Source: an optimization exercise on an open RTL-to-GDS flow (aim: small area). Production flows keep margins and buffers that such runs may drop.
Function was checked by simulation only, so behaviour that the tests miss may differ from the original.

==> flow/design.v <==
module lsrs_unit (
	input  logic        clk,
	input  logic        rst_n,
	input  logic        i_iq_valid,
	input  logic [3:0]  i_iq_tag,
	input  logic [3:0]  i_iq_base_tag,
	input  logic [31:0] i_iq_base_value,
	input  logic [3:0]  i_iq_data_tag,
	input  logic [31:0] i_iq_data_value,
	input  logic [11:0] i_iq_imm,
	input  logic        i_iq_is_store,
	input  logic        i_cdb_valid,
	input  logic [3:0]  i_cdb_tag,
	input  logic [31:0] i_cdb_data,
	input  logic        i_mu_ready,
	output logic        o_iq_ready,
	output logic        o_mu_valid,
	output logic [3:0]  o_mu_tag,
	output logic        o_mu_is_store,
	output logic [31:0] o_mu_addr,
	output logic [31:0] o_mu_wdata
);
	logic [7:0]        valid;    
	logic [7:0]        res;      
	logic [7:0]        bpend;    
	logic [7:0][31:0]  areg;     
	logic [7:0][11:0]  imm;
	logic [7:0][3:0]   tag;
	logic [3:0]        dpend;    
	logic [3:0][31:0]  wdata;    
	logic [3:0][3:0]   ld_sdep;  
	logic [3:0][3:0]   st_ldep;  
	logic [3:0][3:0]   st_sdep;  
	logic [7:0][2:0]   rank;
	logic [1:0]        ld_ptr;
	logic [1:0]        st_ptr;
	logic              lock_valid;
	logic              lock_st;
	logic [1:0]        lock_idx;
	logic       ld_full, st_full;
	logic [1:0] ld_free, st_free;
	logic       push;
	logic [7:0] alloc;
	logic       b_hit, d_hit;
	logic [31:0] b_val, d_val;
	assign ld_full = &valid[3:0];
	assign st_full = &valid[7:4];
	always_comb begin
		ld_free = 2'd0;
		st_free = 2'd0;
		for (int i = 3; i >= 0; i--) begin
			if (!valid[i]) ld_free = 2'(i);
			if (!valid[4+i]) st_free = 2'(i);
		end
	end
	assign o_iq_ready = i_iq_is_store ? !st_full : !ld_full;
	assign push = i_iq_valid && o_iq_ready;
	always_comb begin
		for (int i = 0; i < 4; i++) begin
			alloc[i]   = push && !i_iq_is_store && (ld_free == 2'(i));
			alloc[4+i] = push && i_iq_is_store && (st_free == 2'(i));
		end
	end
	assign b_hit = i_cdb_valid && (i_iq_base_tag != 4'd0) && (i_iq_base_tag == i_cdb_tag);
	assign d_hit = i_cdb_valid && (i_iq_data_tag != 4'd0) && (i_iq_data_tag == i_cdb_tag);
	assign b_val[31:4] = b_hit ? i_cdb_data[31:4] : i_iq_base_value[31:4];
	assign b_val[3:0]  = b_hit ? i_cdb_data[3:0]
		: (i_iq_base_tag != 4'd0) ? i_iq_base_tag : i_iq_base_value[3:0];
	assign d_val[31:4] = d_hit ? i_cdb_data[31:4] : i_iq_data_value[31:4];
	assign d_val[3:0]  = d_hit ? i_cdb_data[3:0]
		: (i_iq_data_tag != 4'd0) ? i_iq_data_tag : i_iq_data_value[3:0];
	logic [7:0] hsel;
	logic       pop;
	logic [7:0] popv;
	logic [31:0] h_areg;
	logic [11:0] h_imm;
	logic [31:0] addr;
	logic [7:0] eq;
	logic [7:0] unres;
	logic [3:0] n_unres;
	logic [2:0] new_rank;
	assign unres = valid & ~res;
	always_comb begin
		n_unres = '0;
		for (int i = 0; i < 8; i++) n_unres = n_unres + 4'(unres[i]);
	end
	assign pop = |(hsel & ~bpend);
	assign new_rank = 3'(n_unres) - 3'(pop);
	assign popv = pop ? hsel : 8'd0;
	logic [7:0][2:0] rank_n;
	logic [7:0] res_n, hsel_n;
	always_comb begin
		for (int i = 0; i < 8; i++) begin
			rank_n[i] = alloc[i] ? new_rank : pop ? rank[i] - 3'd1 : rank[i];
			res_n[i] = alloc[i] ? 1'b0 : popv[i] ? 1'b1 : res[i];
			hsel_n[i] = (valid[i] | alloc[i]) && !res_n[i] && (rank_n[i] == 3'd0);
		end
	end
	m_head u_head(.hsel(hsel), .areg(areg), .imm(imm), .addr(addr));
	m_cmp u_cmp(.areg(areg), .addr(addr), .eq(eq));
	logic [7:0] b_snoop;
	logic [3:0] d_snoop;
	always_comb begin
		for (int i = 0; i < 8; i++)
			b_snoop[i] = i_cdb_valid && valid[i] && bpend[i] && (areg[i][3:0] == i_cdb_tag);
		for (int i = 0; i < 4; i++)
			d_snoop[i] = i_cdb_valid && valid[4+i] && dpend[i] && (wdata[i][3:0] == i_cdb_tag);
	end
	logic [3:0] ld_rdy, st_rdy;
	logic [1:0] ld_pick, st_pick;
	logic       sel_st;
	logic [1:0] sel_idx;
	logic [7:0] osel;
	logic       hs;
	logic [3:0] grant_ld, grant_st;
	always_comb begin
		for (int i = 0; i < 4; i++) begin
			ld_rdy[i] = valid[i] && res[i] && (ld_sdep[i] == 4'd0);
			st_rdy[i] = valid[4+i] && res[4+i] && (st_ldep[i] == 4'd0) && (st_sdep[i] == 4'd0)
				&& !dpend[i];
		end
	end
	function automatic logic [1:0] rr_pick(input logic [3:0] req, input logic [1:0] ptr);
		logic found;
		rr_pick = ptr;
		found = 1'b0;
		for (int k = 0; k < 4; k++) begin
			if (!found && req[2'(ptr + 2'(k))]) begin
				rr_pick = 2'(ptr + 2'(k));
				found = 1'b1;
			end
		end
	endfunction
	assign ld_pick = rr_pick(ld_rdy, ld_ptr);
	assign st_pick = rr_pick(st_rdy, st_ptr);
	always_comb begin
		if (lock_valid) begin
			sel_st = lock_st;
			sel_idx = lock_idx;
		end else if (|ld_rdy) begin
			sel_st = 1'b0;
			sel_idx = ld_pick;
		end else begin
			sel_st = 1'b1;
			sel_idx = st_pick;
		end
		for (int i = 0; i < 8; i++) osel[i] = ({sel_st, sel_idx} == 3'(i));
	end
	assign o_mu_valid = lock_valid || (|ld_rdy) || (|st_rdy);
	assign o_mu_is_store = sel_st;
	assign hs = o_mu_valid && i_mu_ready;
	assign grant_ld = hs ? osel[3:0] : 4'd0;
	assign grant_st = hs ? osel[7:4] : 4'd0;
	m_out u_out(.osel(osel), .areg(areg), .tag(tag), .wdata(wdata), .o_mu_addr(o_mu_addr), .o_mu_tag(o_mu_tag), .o_mu_wdata(o_mu_wdata));
	always_ff @(posedge clk or negedge rst_n) begin
		if (!rst_n) begin
			valid <= '0;
			hsel <= '0;
			ld_ptr <= '0;
			st_ptr <= '0;
			lock_valid <= 1'b0;
		end else begin
			valid <= (valid | alloc) & ~{grant_st, grant_ld};
			hsel <= hsel_n;
			lock_valid <= o_mu_valid && !i_mu_ready;
			if (hs && !sel_st) ld_ptr <= sel_idx + 2'd1;
			if (hs && sel_st) st_ptr <= sel_idx + 2'd1;
		end
	end
	always_ff @(posedge clk) begin
		lock_st <= sel_st;
		lock_idx <= sel_idx;
		for (int i = 0; i < 8; i++) begin
			rank[i] <= rank_n[i];
		end
		for (int i = 0; i < 8; i++) begin
			if (alloc[i]) begin
				res[i] <= 1'b0;
				bpend[i] <= (i_iq_base_tag != 4'd0) && !b_hit;
				imm[i] <= i_iq_imm;
				tag[i] <= i_iq_tag;
			end else if (popv[i]) begin
				res[i] <= 1'b1;
			end else if (b_snoop[i]) begin
				bpend[i] <= 1'b0;
			end
			areg[i] <= ({32{alloc[i]}} & b_val) | ({32{popv[i]}} & addr)
				| ({32{b_snoop[i] & ~alloc[i]}} & i_cdb_data)
				| ({32{~(alloc[i] | popv[i] | b_snoop[i])}} & areg[i]);
		end
		for (int i = 0; i < 4; i++) begin
			if (alloc[4+i]) begin
				dpend[i] <= (i_iq_data_tag != 4'd0) && !d_hit;
			end else if (d_snoop[i]) begin
				dpend[i] <= 1'b0;
			end
			wdata[i] <= ({32{alloc[4+i]}} & d_val) | ({32{d_snoop[i] & ~alloc[4+i]}} & i_cdb_data)
				| ({32{~(alloc[4+i] | d_snoop[i])}} & wdata[i]);
		end
		for (int k = 0; k < 4; k++) begin
			if (popv[k]) begin
				ld_sdep[k] <= eq[7:4] & res[7:4] & valid[7:4] & ~grant_st;
			end else begin
				ld_sdep[k] <= ld_sdep[k] & ~grant_st;
			end
			if (popv[4+k]) begin
				st_ldep[k] <= eq[3:0] & res[3:0] & valid[3:0] & ~grant_ld;
				st_sdep[k] <= eq[7:4] & res[7:4] & valid[7:4] & ~grant_st;
				st_sdep[k][k] <= 1'b0;  
			end else begin
				st_ldep[k] <= st_ldep[k] & ~grant_ld;
				st_sdep[k] <= st_sdep[k] & ~grant_st;
				st_sdep[k][k] <= 1'b0;
			end
		end
	end
endmodule
module m_head(input logic [7:0] hsel, input logic [7:0][31:0] areg, input logic [7:0][11:0] imm, output logic [31:0] addr);
	logic [31:0] h_areg; logic [11:0] h_imm;
	always_comb begin
		h_areg = '0;
		h_imm = '0;
		for (int i = 0; i < 8; i++) begin
			h_areg = h_areg | ({32{hsel[i]}} & areg[i]);
			h_imm = h_imm | ({12{hsel[i]}} & imm[i]);
		end
	end
	logic [12:0] lo;
	logic inc, dec, all1, all0;
	assign lo = {1'b0, h_areg[11:0]} + {1'b0, h_imm};
	assign inc = lo[12] & ~h_imm[11];
	assign dec = ~lo[12] & h_imm[11];
	always_comb begin
		all1 = 1'b1;
		all0 = 1'b1;
		addr[11:0] = lo[11:0];
		for (int i = 12; i < 32; i++) begin
			addr[i] = h_areg[i] ^ ((inc & all1) | (dec & all0));
			all1 = all1 & h_areg[i];
			all0 = all0 & ~h_areg[i];
		end
	end
endmodule
module m_cmp(input logic [7:0][31:0] areg, input logic [31:0] addr, output logic [7:0] eq);
	always_comb begin
		for (int i = 0; i < 8; i++) eq[i] = (areg[i] == addr);
	end
endmodule
module m_out(input logic [7:0] osel, input logic [7:0][31:0] areg, input logic [7:0][3:0] tag, input logic [3:0][31:0] wdata,
	output logic [31:0] o_mu_addr, output logic [3:0] o_mu_tag, output logic [31:0] o_mu_wdata);
	always_comb begin
		o_mu_addr = '0;
		o_mu_tag = '0;
		for (int i = 0; i < 8; i++) begin
			o_mu_addr = o_mu_addr | ({32{osel[i]}} & areg[i]);
			o_mu_tag = o_mu_tag | ({4{osel[i]}} & tag[i]);
		end
		o_mu_wdata = '0;
		for (int i = 0; i < 4; i++) o_mu_wdata = o_mu_wdata | ({32{osel[4+i]}} & wdata[i]);
	end
endmodule
==> flow/flow/run.sh <==
#!/bin/bash
# The standard layout (standard.sh, unchanged synthesis), with two changes to the layout:
# the port buffers are buf_1, and the clock tree is built from clkbuf_4/clkbuf_8 without dummy
# loads. Everything make prints goes to standard.log in this folder; ORFS's own per-step logs stay
# under orfs/logs.
set -uo pipefail
export BUFFER_PORTS_ARGS="-buffer_cell sky130_fd_sc_hd__buf_1"
export CTS_ARGS="-sink_clustering_enable -repair_clock_nets -buf_list {sky130_fd_sc_hd__clkbuf_8} -sink_clustering_size 16 -sink_clustering_max_diameter 60 -dont_use_dummy_load"
bash standard.sh > standard.log 2>&1
==> flow/standard.sh <==
#!/bin/bash
# synth_recipe.tcl (not shown) runs the flow's synth.tcl, then flattens the netlist and writes it again
# the make line also repeats each setting of config.mk as NAME=value (left out here)
make -C /OpenROAD-flow-scripts/flow DESIGN_CONFIG=/design/flow/config.mk WORK_HOME=/design/flow/orfs CLKGATE_MAP_FILE= SYNTH_SCRIPT=/design/flow/synth_recipe.tcl "${@:-finish}"
==> flow/config.mk <==
export PLATFORM = sky130hd
export DESIGN_NAME = lsrs_unit
export DESIGN_NICKNAME = lsrs_unit
export VERILOG_FILES = /design/flow/design.v
export SDC_FILE = /design/flow/constraint.sdc
export NUM_CORES = 4
export LEC_CHECK = 0
export CAP_MARGIN = 20
export CORE_MARGIN = 2
export CORE_UTILIZATION = 50
export SLEW_MARGIN = 20
export SYNTH_HIERARCHICAL = 1
export SYNTH_MINIMUM_KEEP_SIZE = 0
==> flow/constraint.sdc <==
create_clock -name core_clock -period 7.0 [get_ports {clk}]
set_input_delay 1.4000 -clock core_clock [delete_from_list [all_inputs] [get_ports {clk}]]
set_output_delay 1.4000 -clock core_clock [all_outputs]
set_load 0.01 [all_outputs]
==> results of run 1 <==
per-module statistics from Yosys, one instance, submodules excluded:
module	copies in the design	area, um2
lsrs_unit	1	25700
m_cmp	1	3040
m_head	1	3010
m_out	1	2470
logic make-up after synthesis:
group / count (synthesis)
compound gates: 1221
xor+xnor: 358
fa+ha+maj: 34
buf+inv: 536
flops: 624
mux: 38
simple gates: 621
through the flow:
step                      util [%]  cell area [um2]
after floorplan                  -            34300
after global placement        52.8            35600
after detailed placement      52.8            35600
after CTS                     53.9            36400
after global routing          54.2            36600
final                         54.2            36600
timing repair:
action                     CTS  global route
hold endpoints to repair     0             0
resized for setup            0            20
setup endpoints to repair    0            48
buffers inserted             0            16
critical path, cell delays in order, from the launching register on:
cell	delay, ps
dfxtp_1	330
nor4_1	610
nand4_1	420
a2bb2oi_1	240
o221a_2	300
or3_1	400
o21ai_0	420
ha_1	260
inv_1	130
nor2_4	620
buf_12	310
buf_12	270
a22oi_2	80
nand2_1	70
buf_1	240
sequential cells by signal, indices dropped and copies added (netlist names):
register,cells
areg,256
bpend,8
dpend,4
hsel,8
imm,96
ld_ptr,2
ld_sdep,16
lock_idx,2
lock_st,1
lock_valid,1
rank,24
res,8
st_ldep,16
st_ptr,2
st_sdep,12
tag,32
valid,8
wdata,128
layer usage:
| metal | track usage (%) | vias to the layer above | wire (um) |
|---|---|---|---|
| li1 | - | 13405 | - |
| met1 | 57.3 | 16208 | 60900 |
| met2 | 65.9 | 2805 | 69000 |
| met3 | 12.1 | 620 | 21200 |
| met4 | 22.4 | 4 | 9340 |
| met5 | 0 | - | 24 |
cell type report:
type	instances	area [um2]	share of cell area, %
inverter	166	623	1.70
clock buffer	53	729	1.99
sequential	624	14000	38.3
timing repair buffer	347	2010	5.48
multi-input combinational	2272	18100	49.5
antenna	3	7.51	0.0205
tap	873	1090	2.98
path summary, 6_finish.rpt:
path                       depth (start not counted)        start        endpoint  slack [ps]
max                                               14  st_ldep[13]  o_mu_wdata[12]         120
min in group asynchronous                          2        rst_n         hsel[0]         640
min                                                2   st_sdep[1]      st_sdep[1]         460
max in group asynchronous                          2        rst_n       st_ptr[1]        6070
min reg2reg                                        2   st_sdep[1]      st_sdep[1]         460
max reg2reg                                       25      hsel[0]     st_ldep[10]         370
synth_stat cells (94+ instances only):
library cell	instances
dfxtp_1	463
a22oi_1	345
buf_2	107
nand2_1	183
a221o_1	257
xor2_1	307
nor2_1	94
edfxtp_1	140
inv_1	165
a222oi_1	112
a22o_1	257
nand4_1	113
clkbuf_1	169
==> impl_metrics.toml, run 1 <==
[clock_network]
cts_htree_levels = 2
path_clk_slew_ps = 110
insertion_delay_ps = 750
cts.sinks = 624
ctsLongestPathBuffers = 3
numCtsBuffers = 53
holdBufCountCts = 0
clock-root-buffer = "clkbuf_8"
cts_tree = "yes"

[floorplanning]
die_w_um = 266
core_region_area_um2 = 67500
fp.dieH_um = 266
initial_utilization_pct = 50.7
die-area_um2 = 70600
io_pins = 201
rows = 95

[logic_synthesis]
ys.flop_type = "dfxtp_1"
synth_edf_count = 140
syn_inst = 3432
synth_area_leaders = "dfxtp_1 (27%), edfxtp_1 (12%), xor2_1 (7.8%), a22oi_1 (7.6%), a221o_1 (7.5%)"
syn-cell-area_um2 = 34300
synth_xor_xnor_area_share_pct = 9.15
synth_seq_area_share_pct = 40.9
synth_warnings = 10
synth_top_family_by_area = "compound AO/OA/AOI/OAI gates"
synth_area_per_cell_um2 = 9.98
yosysTopAreaCellShare_pct = 27.1
synth_adder_area_share_pct = 1.37
ys_seq_elements = 624
async_flop_share_pct = 3.37
synth-compound-area-share_pct = 30.4
synth_top_area_cell = "dfxtp_1"
synth_cell_types = 76
synth_mux_area_share_pct = 1.22
syn-num-nets = 3596
synthSimpleGateAreaFrac_pct = 9.82

[cells_and_area]
layout_commonest_cell = "dfxtp_1"
fin_nets = 3628
drive_gt1_share_pct = 11.2
fillCellCount = 6113
instances_no_fill = 4338
area_delta_synth_final_pct = 6.89
layout_common_cells = "dfxtp_1 (463), a22oi_1 (345), xor2_1 (307), a22o_1 (257), a221o_1 (257)"

[sta]
tns_ps = 0
drv_slew = 0
period_share_pct = 98.4
fmax_ghz = 0.145
tightestPinTransition_ps = 1240
min_period_ps = 6880
fin_skew_ps = 80.4
setup_viol = 0
finalWorstSetupSlack_ps = 115
relSlewSlack_pct = 17.2
finalHoldViolCount = 0
holdWs_ps = 463

[grt]
grt_usage_pct = 43.7
grt_antenna_before_repair = 4
overflow = 0
grt_max_degree = 51
first_global_vias = 31367
grt_pass1_wl_um = 225000

[routing]
via_count = 33042
postRouteAntennaNets = 0
drt_iter0_markers = 5823
drt_wl_total_um = 160000
routedWlPerCell_um = 37.0
firstDrtPassIters = 13
viasPerCell = 7.62
drc = 0

[status]
outcome = "timing/DRC/antenna clean"

[setup_path]
cp-start-kind = "register"
crit_fanout = 27
critPathCaptureType = "output port"
cp.required_ps = 5600
critical_path_class = "register to output port"
worst-endpoint-arrival_ps = 5480

[placement]
globalplace.congestion = 1.09
place_ws_ps = 336
port_buffers = 200
hpwlAfterDp_um = 107000
dpl.cell_count = 4264

[run]
max-cap-violations = 0

[hold_path]
hold_class = "register to register"
==> inputs of run 2 (changes only) <==
--- a/flow/config.mk
+++ b/flow/config.mk
@@ -9,3 +9,3 @@
 export CORE_MARGIN = 2
-export CORE_UTILIZATION = 50
+export CORE_UTILIZATION = 55
 export SLEW_MARGIN = 20
==> run 2 against run 1 <==
  * Routed wire length shrank 0.19%
  * Clock skew grew 9.5 ps
  * Cell count shrank 1.0%
  * Sequential cell count is the same
  * Setup slack gained 150 ps
  * Register-to-register slack lost 110 ps
  * Largest cell class unchanged
==> impl_metrics.toml, run 2 <==
[clock_network]
insertion_delay_ps = 740
ctsLongestPathBuffers = 3
clock-root-buffer = "clkbuf_8"
cts.sinks = 624
path_clk_slew_ps = 100
cts_htree_levels = 2
holdBufCountCts = 0
numCtsBuffers = 55
cts_tree = "yes"

[floorplanning]
die-area_um2 = 64300
fp.dieH_um = 254
io_pins = 201
core_region_area_um2 = 61600
die_w_um = 254
initial_utilization_pct = 55.6
rows = 91

[sta]
tns_ps = 0
min_period_ps = 6740
finalHoldViolCount = 0
fmax_ghz = 0.148
period_share_pct = 96.2
relSlewSlack_pct = 20.8
drv_slew = 0
setup_viol = 0
fin_skew_ps = 89.9
tightestPinTransition_ps = 1180
holdWs_ps = 462
grt_setup_unrepaired = "no"

[logic_synthesis]
yosysMostFrequentCell = "dfxtp_1"
synth_edf_count = 140
synth_top_area_cell = "dfxtp_1"
synth_area_per_cell_um2 = 9.98
syn-cell-area_um2 = 34300
yosysTopAreaCellShare_pct = 27.1
syn-num-nets = 3596
async_flop_share_pct = 3.37
synth_area_leaders = "dfxtp_1 (27%), edfxtp_1 (12%), xor2_1 (7.8%), a22oi_1 (7.6%), a221o_1 (7.5%)"
ys.flop_type = "dfxtp_1"
synth_common_cells = "dfxtp_1 (463), a22oi_1 (345), xor2_1 (307), a221o_1 (257), a22o_1 (257)"
synth_warnings = 10
synth_seq_area_share_pct = 40.9
ys_seq_elements = 624
syn_inst = 3432
synth_cell_types = 76

[cells_and_area]
multiInputGateArea_um2 = 18100
seq_area_um2 = 14000
area_delta_synth_final_pct = 6.23
layout_common_cells = "dfxtp_1 (463), a22oi_1 (345), xor2_1 (307), a22o_1 (257), a221o_1 (257)"
largest_reg_flops = 256
instances_no_fill = 4294
final_core_util_pct = 59.1
layout_commonest_cell = "dfxtp_1"
top_register = "areg"
top_regs = "areg: 256 flops, wdata: 128 flops, imm: 96 flops"
fillCellCount = 5269
fin_nets = 3616
drive_gt1_share_pct = 10.8

[setup_path]
critical_path_class = "register to register"
critPathCaptureType = "register"
worst-endpoint-arrival_ps = 7380
crit_fanout = 16
cp.required_ps = 7650
regToRegSetupSlack_ps = 260
slowest_stage = "nor4_1"
cp-start-kind = "register"
max_stage_delay_ps = 630
crit_path_frequent_cell = "a21oi_1"

[routing]
via_count = 33686
postRouteAntennaNets = 0
drt_iter0_markers = 6370
firstDrtPassIters = 13
viasPerCell = 7.84
routedWlPerCell_um = 37.3
drt_wl_total_um = 160000
drc = 0

[grt]
grtUsageMet2_pct = 69.8
grt_pass1_wl_um = 226000
grt_busiest_layer = "met2"
overflow = 0
grt_util_met3_pct = 18.9
grt_antenna_before_repair = 21
grt_max_degree = 65
first_global_vias = 31898
use_met1_pct = 61.7
grt_usage_pct = 48.3

[hold_path]
hold_class = "register to register"

[placement]
port_buffers = 200
dpl.cell_count = 4231
hpwlAfterDp_um = 106000
globalplace.congestion = 1.09

[status]
outcome = "timing/DRC/antenna clean"

[run]
max-cap-violations = 0
## run 2: layer usage
layer,share of wire (%),wire [um],vias up
met3,16,25000,851
met4,7.0,11100,24
met1,36,58400,16219
li1,-,-,13398
met2,41,65500,3194
met5,0.11,182,-
## run 2: critical path: cells and delay by family, from the launching register on
family	cells	cell delay, ps
compound gates	7	1440
xor+xnor	2	270
fa+ha+maj	2	520
buf+inv	3	560
flops	1	530
mux	1	150
simple gates	11	3160
## run 2: logic make-up after synthesis
kind of cell,synth area share (%)
compound gates,30.4
flops,40.9
simple gates,9.82
buf+inv,7.18
xor+xnor,9.15
mux,1.22
fa+ha+maj,1.37
## run 2: timing repair
action                     CTS  global route
setup endpoints to repair    0            44
setup buffers                0             1
gates resized for setup      0            12
hold endpoints to repair     0             0
## run 2: stage by stage
| stage | setup slack [ps] | area (um2) |
|---|---|---|
| after CTS | 68.8 | 36300 |
| final | 264 | 36400 |
| after global routing | 0.431 | 36400 |
| after floorplan | 1150 | 34300 |
| after detailed placement | 107 | 35600 |
| after global placement | 175 | 35500 |
## run 2: worst paths after layout
path	to	startpoint	depth (start not counted)
setup / recovery	st_ldep[4]	hsel[0]	26
hold / removal	ld_sdep[5]	ld_sdep[5]	2
setup reg to reg	st_ldep[4]	hsel[0]	26
hold reg to reg	ld_sdep[5]	ld_sdep[5]	2
max in group asynchronous	hsel[1]	rst_n	2
min in group asynchronous	valid[1]	rst_n	2
## run 2: Yosys stat by module (local to each module, per instance)
module     copies in the design  flops+latches
lsrs_unit                     1            624
m_cmp                         1              0
m_head                        1              0
m_out                         1              0
## run 2: cell type report
type	instances	share of cell area [%]
multi-input cells	2272	49.8
repair buffers	333	4.98
well taps	837	2.88
clock buffers	55	2.08
flip-flops and latches	624	38.5
diodes	7	0.0481
inverters	166	1.71
==> inputs of run 3 (changes only) <==
--- a/flow/config.mk
+++ b/flow/config.mk
@@ -7,6 +7,6 @@
 export LEC_CHECK = 0
-export CAP_MARGIN = 20
+export CAP_MARGIN = 5
 export CORE_MARGIN = 2
 export CORE_UTILIZATION = 55
-export SLEW_MARGIN = 20
+export SLEW_MARGIN = 5
 export SYNTH_HIERARCHICAL = 1
==> run 3 against run 2 <==
  * The layout now fails its checks (max-capacitance violations, max-slew violations)
  * Sequential share of layout area about the same
  * Final area about the same
  * Non-clock buffer count decreased by 1
  * Highest routed layer unchanged
==> impl_metrics.toml, run 3 <==
[logic_synthesis]
async_flop_share_pct = 3.37
synth_top_area_cell = "dfxtp_1"
synth_seq_area_share_pct = 40.9
ys_seq_elements = 624
synth_area_per_cell_um2 = 9.98
syn-cell-area_um2 = 34300
yosysMostFrequentCell = "dfxtp_1"
yosysTopAreaCellShare_pct = 27.1
synth_cell_types = 76
syn-num-nets = 3596
ys.flop_type = "dfxtp_1"
synth_edf_count = 140
synth_warnings = 10
synth_area_leaders = "dfxtp_1 (27%), edfxtp_1 (12%), xor2_1 (7.8%), a22oi_1 (7.6%), a221o_1 (7.5%)"
syn_inst = 3432
synth_common_cells = "dfxtp_1 (463), a22oi_1 (345), xor2_1 (307), a221o_1 (257), a22o_1 (257)"

[setup_path]
crit_fanout = 20
critPathCaptureType = "register"
reg2reg_depth = 26
worstSetupStartpoint = "hsel[2]"
critical_path_class = "register to register"
regToRegSetupSlack_ps = 190
path_buf_inv = 3
crit_cells = 26
crit_path_end = "ld_sdep[0]"
critPathTopFamily = "simple AND/OR/NAND/NOR gates"
worst-endpoint-arrival_ps = 7460
r2r_end = "ld_sdep[0]"
crit_path_frequent_cell = "a21oi_1"
slowest_stage = "or4b_4"
cp-start-kind = "register"
timing.rr.start = "hsel[2]"
max_stage_delay_ps = 690
cp.required_ps = 7640

[sta]
drv_slew = 14
finalWorstSetupSlack_ps = 186
tightestPinTransition_ps = 1610
min_period_ps = 6810
holdWs_ps = 460
setup_viol = 0
tns_ps = 0
finalHoldViolCount = 0
fin_skew_ps = 108
fmax_ghz = 0.147
relSlewSlack_pct = -7.36
period_share_pct = 97.3

[cells_and_area]
drive_gt1_share_pct = 10.8
fillCellCount = 5260
layout_common_cells = "dfxtp_1 (463), a22oi_1 (345), xor2_1 (307), a22o_1 (257), a221o_1 (257)"
layout_commonest_cell = "dfxtp_1"
fin_nets = 3612
area_delta_synth_final_pct = 6.16
top_register = "areg"
top_regs = "areg: 256 flops, wdata: 128 flops, imm: 96 flops"
largest_reg_flops = 256
instances_no_fill = 4288
final_core_util_pct = 59.0
fin_area_um2 = 36400

[routing]
dr_wl_met3_um = 25200
via_count = 33645
postRouteAntennaNets = 0
drt_wl_total_um = 160000
routedWlPerCell_um = 37.4
wl_met1_um = 57900
viasPerCell = 7.85
drc = 0
wl_met2_um = 65400
firstDrtPassIters = 12
top_layer = "met5"
drt_iter0_markers = 6590

[placement]
globalplace.congestion = 1.09
dpl.cell_count = 4228
place_ws_ps = 132
port_buffers = 200
hpwlAfterDp_um = 105000
placed_area_um2 = 35500

[clock_network]
clock-root-buffer = "clkbuf_8"
path_clk_slew_ps = 100
cts_htree_levels = 2
numCtsBuffers = 52
cts.sinks = 624
holdBufCountCts = 0
cts_tree = "yes"
insertion_delay_ps = 750
ctsLongestPathBuffers = 3

[grt]
first_global_vias = 31899
grt_usage_pct = 48.5
grt_pass1_wl_um = 226000
overflow = 0
grt_max_degree = 65
grt_antenna_before_repair = 14

[floorplanning]
fp.dieH_um = 254
rows = 91
core_region_area_um2 = 61600
die-area_um2 = 64300
die_w_um = 254
io_pins = 201
initial_utilization_pct = 55.6

[hold_path]
hold_class = "register to register"

[status]
failed_checks = "max-capacitance violations, max-slew violations"
outcome = "finished with violations"

[run]
max-cap-violations = 2
-- run 3: cell types whose count changed in the layout (fill, tap and decap cells not counted), sizes merged --
cell	change
diode	-2
clkbuf	-4
-- run 3: Yosys stat by module, one instance, submodules excluded --
module	cell area [um2]	flip-flops and latches
m_cmp	3040	0
m_out	2470	0
m_head	3010	0
lsrs_unit	25700	624
-- run 3: cell type report --
type / count / area, um2 / share of cell area (%)
inverter: 166 / 623 / 1.71
clock buffer: 52 / 716 / 1.97
antenna: 5 / 12.5 / 0.0344
timing repair buffer: 332 / 1800 / 4.96
multi-input combinational: 2272 / 18200 / 49.9
sequential: 624 / 14000 / 38.5
tap: 837 / 1050 / 2.88
-- run 3: cells by family (layout without fill, tap and decap cells) --
kind of cell	after synthesis	after routing	share of synthesized area, %
AO/OA/AOI/OAI	1221	1221	30.4
other	0	5	0
buffers and inverters	536	550	7.18
XOR/XNOR	358	358	9.15
adder cells (fa/ha/maj)	34	34	1.37
AND/OR/NAND/NOR	621	621	9.82
flip-flops	624	624	40.9
multiplexers	38	38	1.22
-- run 3: per-layer routing --
| metal | GRT usage [%] | vias up |
|---|---|---|
| met1 | 62.2 | 16169 |
| met4 | 26.4 | 16 |
| met5 | 0.386 | - |
| li1 | - | 13377 |
| met2 | 70.1 | 3233 |
| met3 | 18.5 | 850 |
-- run 3: worst min-delay path by stage --
| stage | startpoint | end | slack [ps] | cells past startpoint |
|---|---|---|---|---|
| 3_3_place_gp | ld_sdep[7] | ld_sdep[7] | 440 | 2 |
| 5_1_grt | st_ldep[11] | st_ldep[11] | 490 | 2 |
| 2_1_floorplan | ld_sdep[2] | ld_sdep[2] | 430 | 2 |
| 6_report | st_ldep[3] | st_ldep[3] | 460 | 2 |
| 3_5_place_dp | st_sdep[1] | st_sdep[1] | 450 | 2 |
| 4_1_cts | ld_sdep[4] | ld_sdep[4] | 460 | 2 |
-- run 3: tightest hold or removal path: stages, from the launching register on --
cell	delay (ps)
dfxtp_1	320
nand2_1	50
a21oi_1	50
-- run 3: timing repair --
item | in CTS | in global routing
buffers inserted | 0 | 1
setup endpoints to repair | 0 | 44
resized for setup | 0 | 18
==> inputs of run 4 (changes only) <==
--- a/flow/config.mk
+++ b/flow/config.mk
@@ -7,6 +7,6 @@
 export LEC_CHECK = 0
-export CAP_MARGIN = 5
+export CAP_MARGIN = 10
 export CORE_MARGIN = 2
 export CORE_UTILIZATION = 55
-export SLEW_MARGIN = 5
+export SLEW_MARGIN = 10
 export SYNTH_HIERARCHICAL = 1
==> run 4 against run 3 <==
  * Now clean on timing, DRC and antenna
  * Critical endpoint is now st_ldep[14]
  * Non-clock buffer count up 1
  * Hold slack better by 1.1 ps
  * Largest cell class unchanged
  * Routed wire length about the same
  * Cell count about the same
  * Maximum frequency up 0.64%
==> impl_metrics.toml, run 4 <==
[status]
outcome = "timing/DRC/antenna clean"

[routing]
drt_iter0_markers = 6313
drc = 0
firstDrtPassIters = 13
viasPerCell = 7.83
postRouteAntennaNets = 0
routedWlPerCell_um = 37.4
via_count = 33561
drt_wl_total_um = 160000

[logic_synthesis]
ys_seq_elements = 624
synth_area_leaders = "dfxtp_1 (27%), edfxtp_1 (12%), xor2_1 (7.8%), a22oi_1 (7.6%), a221o_1 (7.5%)"
ys.flop_type = "dfxtp_1"
syn_inst = 3432
synth_area_per_cell_um2 = 9.98
synth_edf_count = 140
yosysMostFrequentCell = "dfxtp_1"
async_flop_share_pct = 3.37
synth_seq_area_share_pct = 40.9
synth_cell_types = 76
syn-cell-area_um2 = 34300
synth_common_cells = "dfxtp_1 (463), a22oi_1 (345), xor2_1 (307), a221o_1 (257), a22o_1 (257)"
syn-num-nets = 3596
synth_top_area_cell = "dfxtp_1"
synth_warnings = 10
yosysTopAreaCellShare_pct = 27.1

[cells_and_area]
top_regs = "areg: 256 flops, wdata: 128 flops, imm: 96 flops"
top_register = "areg"
layout_commonest_cell = "dfxtp_1"
layout_common_cells = "dfxtp_1 (463), a22oi_1 (345), xor2_1 (307), a22o_1 (257), a221o_1 (257)"
final_core_util_pct = 59.1
drive_gt1_share_pct = 10.9
largest_reg_flops = 256
fin_nets = 3613
area_delta_synth_final_pct = 6.16

[clock_network]
clock-root-buffer = "clkbuf_8"
insertion_delay_ps = 760
cts_htree_levels = 2
numCtsBuffers = 52
path_clk_slew_ps = 100
holdBufCountCts = 0
cts_tree = "yes"
cts.sinks = 624
ctsLongestPathBuffers = 3

[setup_path]
cp.required_ps = 7650
cp-start-kind = "register"
critPathCaptureType = "register"
crit_fanout = 17
crit_path_end = "st_ldep[14]"
regToRegSetupSlack_ps = 230
worstSetupStartpoint = "hsel[6]"
worst-endpoint-arrival_ps = 7420
timing.rr.start = "hsel[6]"
reg2reg_depth = 24
critical_path_class = "register to register"
r2r_end = "st_ldep[14]"

[sta]
finalWorstSetupSlack_ps = 229
period_share_pct = 96.7
fin_skew_ps = 112
relSlewSlack_pct = 12.4
drv_slew = 0
tightestPinTransition_ps = 1310
fmax_ghz = 0.148
setup_viol = 0
min_period_ps = 6770
finalHoldViolCount = 0

[grt]
overflow = 0
grt_antenna_before_repair = 14
grt_usage_pct = 48.5
grt_max_degree = 65
grt_pass1_wl_um = 226000
first_global_vias = 31899

[floorplanning]
fp.dieH_um = 254
core_region_area_um2 = 61600
initial_utilization_pct = 55.6
die_w_um = 254
io_pins = 201
die-area_um2 = 64300
rows = 91

[placement]
place_ws_ps = 132
hpwlAfterDp_um = 105000
globalplace.congestion = 1.09
port_buffers = 200

[hold_path]
hold_class = "register to register"
hold_depth = 2

[run]
max-cap-violations = 0
## run 4: cell counts after synthesis
Identical to the previous run, type by type.
## run 4: how the worst min path moves through the flow
| stage | startpoint | endpoint |
|---|---|---|
| after floorplan | ld_sdep[2] | ld_sdep[2] |
| after global placement | ld_sdep[7] | ld_sdep[7] |
| after detailed placement | st_sdep[1] | st_sdep[1] |
| after CTS | ld_sdep[4] | ld_sdep[4] |
| after global routing | st_ldep[11] | st_ldep[11] |
| final | st_ldep[3] | st_ldep[3] |
## run 4: logic make-up after synthesis
group	after synthesis	synth area share, %
AND/OR/NAND/NOR	621	9.82
multiplexers	38	1.22
XOR/XNOR	358	9.15
buffers and inverters	536	7.18
flip-flops	624	40.9
adder cells (fa/ha/maj)	34	1.37
AO/OA/AOI/OAI	1221	30.4
## run 4: critical path: stages, from the launching register on
cell,delay [ps]
dfrtp_4,600
buf_4,280
a22oi_1,220
nand4_1,170
ha_1,400
o21ai_0,160
a21oi_1,270
o211ai_1,110
nand2_1,120
a21oi_1,150
a21oi_1,160
ha_1,220
nand4_1,320
or4b_4,690
nor4_2,370
a22oi_1,170
xnor2_1,160
buf_4,280
xor2_1,110
nor4_1,660
nand4_1,320
nor2_1,230
and3_1,250
nand2_1,70
a21oi_1,150
## run 4: metrics by stage
| step | instances | setup TNS (ps) | hold WS [ps] | cell area [um2] |
|---|---|---|---|---|
| 2_1_floorplan | 3432 | 0 | 431 | 34300 |
| 3_3_place_gp | 4228 | 0 | 442 | 35500 |
| 3_5_place_dp | 4228 | 0 | 449 | 35500 |
| 4_1_cts | 4280 | 0 | 463 | 36200 |
| 5_1_grt | 4286 | -9.68 | 485 | 36400 |
| 6_report | 4287 | 0 | 461 | 36400 |
## run 4: Yosys stat by module (local to each module, per instance)
| module | flip-flops and latches | cell area [um2] |
|---|---|---|
| m_out | 0 | 2470 |
| lsrs_unit | 624 | 25700 |
| m_cmp | 0 | 3040 |
| m_head | 0 | 3010 |
## run 4: final cells by class
cell class	count	area [um2]
repair buffers	333	1810
fillers	5257	25200
clock buffers	52	716
inverters	166	623
multi-input cells	2272	18200
diodes	3	7.51
flip-flops and latches	624	14000
well taps	837	1050
## run 4: per-layer routing
metal / up-vias / GRT usage, % / part of all wire, %
met3: 812 / 18.5 / 16
met2: 3191 / 70.1 / 41
li1: 13378 / - / -
met4: 18 / 26.4 / 7.1
met5: - / 0.386 / 0.077
met1: 16162 / 62.2 / 36
## run 4: what timing repair did
action / in CTS / in global routing
endpoints found under the setup margin: 0 / 44
gates resized for setup: 0 / 18
buffers inserted: 0 / 1
endpoints found under the hold margin: 0 / 0
==> inputs of run 5 (changes only) <==
==> flow/flow/run.sh (replaced) <==
#!/bin/bash
# The standard layout (standard.sh, unchanged synthesis), with two changes to the layout:
# the port buffers are buf_1, and the clock tree is built from clkbuf_16 without dummy
# loads. Everything make prints goes to standard.log in this folder; ORFS's own per-step logs stay
# under orfs/logs.
set -uo pipefail
export BUFFER_PORTS_ARGS="-buffer_cell sky130_fd_sc_hd__buf_1"
export CTS_ARGS="-sink_clustering_enable -repair_clock_nets -buf_list {sky130_fd_sc_hd__clkbuf_16} -sink_clustering_size 30 -sink_clustering_max_diameter 80 -dont_use_dummy_load"
bash standard.sh > standard.log 2>&1
--- a/flow/config.mk
+++ b/flow/config.mk
@@ -7,6 +7,6 @@
 export LEC_CHECK = 0
-export CAP_MARGIN = 10
+export CAP_MARGIN = 20
 export CORE_MARGIN = 2
-export CORE_UTILIZATION = 55
-export SLEW_MARGIN = 10
+export CORE_UTILIZATION = 50
+export SLEW_MARGIN = 20
 export SYNTH_HIERARCHICAL = 1
==> run 5 against run 4 <==
  * Hold slack gained 1.3 ps
  * Die area grew 9.8%
  * Clock-buffer cell count shrank 16
  * Maximum frequency shrank 0.52%
  * Utilization shrank 4.7 points
==> impl_metrics.toml, run 5 <==
[status]
outcome = "timing/DRC/antenna clean"

[logic_synthesis]
ys_seq_elements = 624
synth_seq_area_share_pct = 40.9
synth_cell_types = 76
synth_top_area_cell = "dfxtp_1"
yosysTopAreaCellShare_pct = 27.1
ys.flop_type = "dfxtp_1"
synth_area_leaders = "dfxtp_1 (27%), edfxtp_1 (12%), xor2_1 (7.8%), a22oi_1 (7.6%), a221o_1 (7.5%)"
yosysMostFrequentCell = "dfxtp_1"
syn_inst = 3432
synth_area_per_cell_um2 = 9.98
synth_edf_count = 140
async_flop_share_pct = 3.37
synth_common_cells = "dfxtp_1 (463), a22oi_1 (345), xor2_1 (307), a221o_1 (257), a22o_1 (257)"
synth_warnings = 10
syn-num-nets = 3596
syn-cell-area_um2 = 34300

[routing]
firstDrtPassIters = 10
drt_wl_total_um = 160000
drt_iter0_markers = 5877
drc = 0
routedWlPerCell_um = 37.1
viasPerCell = 7.67
via_count = 33089
postRouteAntennaNets = 0

[grt]
grtUsageMet2_pct = 65.4
use_met1_pct = 57.0
grt_antenna_before_repair = 6
grt_max_degree = 51
first_global_vias = 31255
overflow = 0
grt_pass1_wl_um = 225000
grt_usage_pct = 43.5
grt_busiest_layer = "met2"
grt_util_met3_pct = 12.5

[clock_network]
cts_tree = "yes"
numCtsBuffers = 36
clock-root-buffer = "clkbuf_16"
insertion_delay_ps = 630
ctsLongestPathBuffers = 3
cts_htree_levels = 2
cts.sinks = 624
path_clk_slew_ps = 120

[setup_path]
critPathTopFamily = "simple AND/OR/NAND/NOR gates"
max_stage_delay_ps = 730
critical_path_class = "register to output port"
crit_path_frequent_cell = "buf_12"
reg2reg_depth = 26
crit_fanout = 27
critPathCaptureType = "output port"
slowest_stage = "nor2_4"
regToRegSetupSlack_ps = 300
worst-endpoint-arrival_ps = 5410
r2r_end = "ld_sdep[5]"
cp-start-kind = "register"
cp_cell_sequence = "nor4_1 > nand4_1 > a2bb2oi_1 > o221a_2 > or3_1 > o21ai_0 > ha_1 > inv_1 > nor2_4 > buf_12 > buf_12 > a22oi_2 > nand2_1 > buf_1"
path_buf_inv = 4
timing.rr.start = "hsel[0]"
cp.required_ps = 5600

[floorplanning]
die-area_um2 = 70600
die_w_um = 266
core_region_area_um2 = 67500
initial_utilization_pct = 50.7
io_pins = 201
fp.dieH_um = 266
rows = 95

[cells_and_area]
top_regs = "areg: 256 flops, wdata: 128 flops, imm: 96 flops"
fin_nets = 3605
layout_commonest_cell = "dfxtp_1"
drive_gt1_share_pct = 10.6
fillCellCount = 6067
seq_area_um2 = 14000
largest_reg_flops = 256
fin_area_um2 = 36700
multiInputGateArea_um2 = 18100
layout_common_cells = "dfxtp_1 (463), a22oi_1 (345), xor2_1 (307), a22o_1 (257), a221o_1 (257)"
area_delta_synth_final_pct = 7.16
top_register = "areg"
instances_no_fill = 4316

[sta]
finalHoldViolCount = 0
drv_slew = 0
tightestPinTransition_ps = 1220
fin_skew_ps = 88.6
tns_ps = 0
setup_viol = 0
fmax_ghz = 0.147
relSlewSlack_pct = 19.0
finalWorstSetupSlack_ps = 194
min_period_ps = 6810
grt_setup_unrepaired = "no"
period_share_pct = 97.2

[hold_path]
hold_class = "register to register"
hold_depth = 2
hp-start = "ld_sdep[1]"
holdPathEnd = "ld_sdep[1]"

[run]
max-cap-violations = 0

[placement]
dpl.cell_count = 4264
globalplace.congestion = 1.09
hpwlAfterDp_um = 107000
place_ws_ps = 336
placed_area_um2 = 35600
port_buffers = 200
==> run 5: cell counts after synthesis <==
No cell type changed its count.
==> run 5: area by class of cell <==
type	count	area share, %
Inverter	166	1.70
Sequential cell	624	38.2
Clock buffer	36	2.45
Antenna cell	4	0.0273
Timing Repair Buffer	341	5.29
Multi-Input combinational cell	2272	49.4
Tap cell	873	2.97
==> run 5: cells by family (layout without fill, tap and decap cells) <==
| group | after synthesis | after routing | share of synthesized area [%] |
|---|---|---|---|
| AOI/OAI and AO/OA | 1221 | 1221 | 30.4 |
| buffers and inverters | 536 | 543 | 7.18 |
| adders and majority gates | 34 | 34 | 1.37 |
| xor gates and xnor gates | 358 | 358 | 9.15 |
| other | 0 | 4 | 0 |
| muxes | 38 | 38 | 1.22 |
| and+or+nand+nor | 621 | 621 | 9.82 |
| DFF | 624 | 624 | 40.9 |
==> run 5: worst max-delay path by stage <==
stage	start	end	slack, ps	cells past startpoint
final	st_ldep[13]	o_mu_wdata[12]	190	14
after global routing	hsel[5]	st_ldep[13]	9	26
after CTS	hsel[1]	ld_sdep[10]	300	27
after detailed placement	hsel[1]	ld_sdep[11]	340	26
after global placement	hsel[1]	ld_sdep[6]	410	26
after floorplan	hsel[5]	ld_sdep[7]	1150	31
==> run 5: Yosys stat by module, one instance, submodules excluded <==
module     cells inside  flops+latches
m_cmp               376              0
lsrs_unit          2318            624
m_head              414              0
m_out               324              0
==> run 5: metal layers <==
metal | share of wire [%] | vias up
met3 | 14 | 633
li1 | - | 13367
met4 | 5.9 | 4
met5 | 0.015 | -
met2 | 43 | 2826
met1 | 38 | 16259
==> run 5: worst reg2reg max path: cells and delay by family (launching register included) <==
kind | cells | cell delay, ps
adders and majority gates | 2 | 490
AOI/OAI and AO/OA | 8 | 1410
and+or+nand+nor | 10 | 3080
buffers and inverters | 4 | 800
DFF | 1 | 540
xor gates and xnor gates | 2 | 300
==> run 5: through the flow <==
step                      hold WS [ps]  util [%]
after global placement             437      52.8
after detailed placement           445      52.8
after global routing               484      54.4
final                              462      54.4
after floorplan                    431         -
after CTS                          460      54.1
==> run 5: timing repair <==
| item | in CTS | in global routing |
|---|---|---|
| endpoints found under the setup margin | 0 | 44 |
| hold buffers | 0 | 0 |
| resized for setup | 0 | 19 |
| buffers inserted | 0 | 10 |

-- static timing again, ports no longer ideal --
In the flow no input, the clock included, has a driving cell. The finished layouts below were timed again as built, in two steps. Step 1, drivers: a clkbuf_16 drives clk and a buf_2 each remaining input, both assumed. Step 2 also shifts input and output timing later by t, the mid clock arrival at the registers, as if the neighbouring blocks saw the same clock. a / b / c = ideal / step 1 / step 2; a / b = the first two.
| run | t (ns) | setup WS [ns] | worst setup path at the end | clock arrival spread, ns | pins driven straight from the clock port |
|---|---|---|---|---|---|
| run 1 | 0.778 | 0.115 / 0.045 / 0.373 | register to register | 0.080 / 0.080 | 1 |
| run 2 | 0.765 | 0.264 / 0.201 / 0.264 | register to register | 0.090 / 0.090 | 1 |
| run 3 | 0.761 | 0.186 / 0.186 / 0.186 | register to register | 0.108 / 0.108 | 1 |
| run 4 | 0.771 | 0.229 / 0.229 / 0.229 | register to register | 0.112 / 0.112 | 1 |
| run 5 | 0.654 | 0.194 / 0.124 / 0.299 | register to register | 0.089 / 0.089 | 1 |
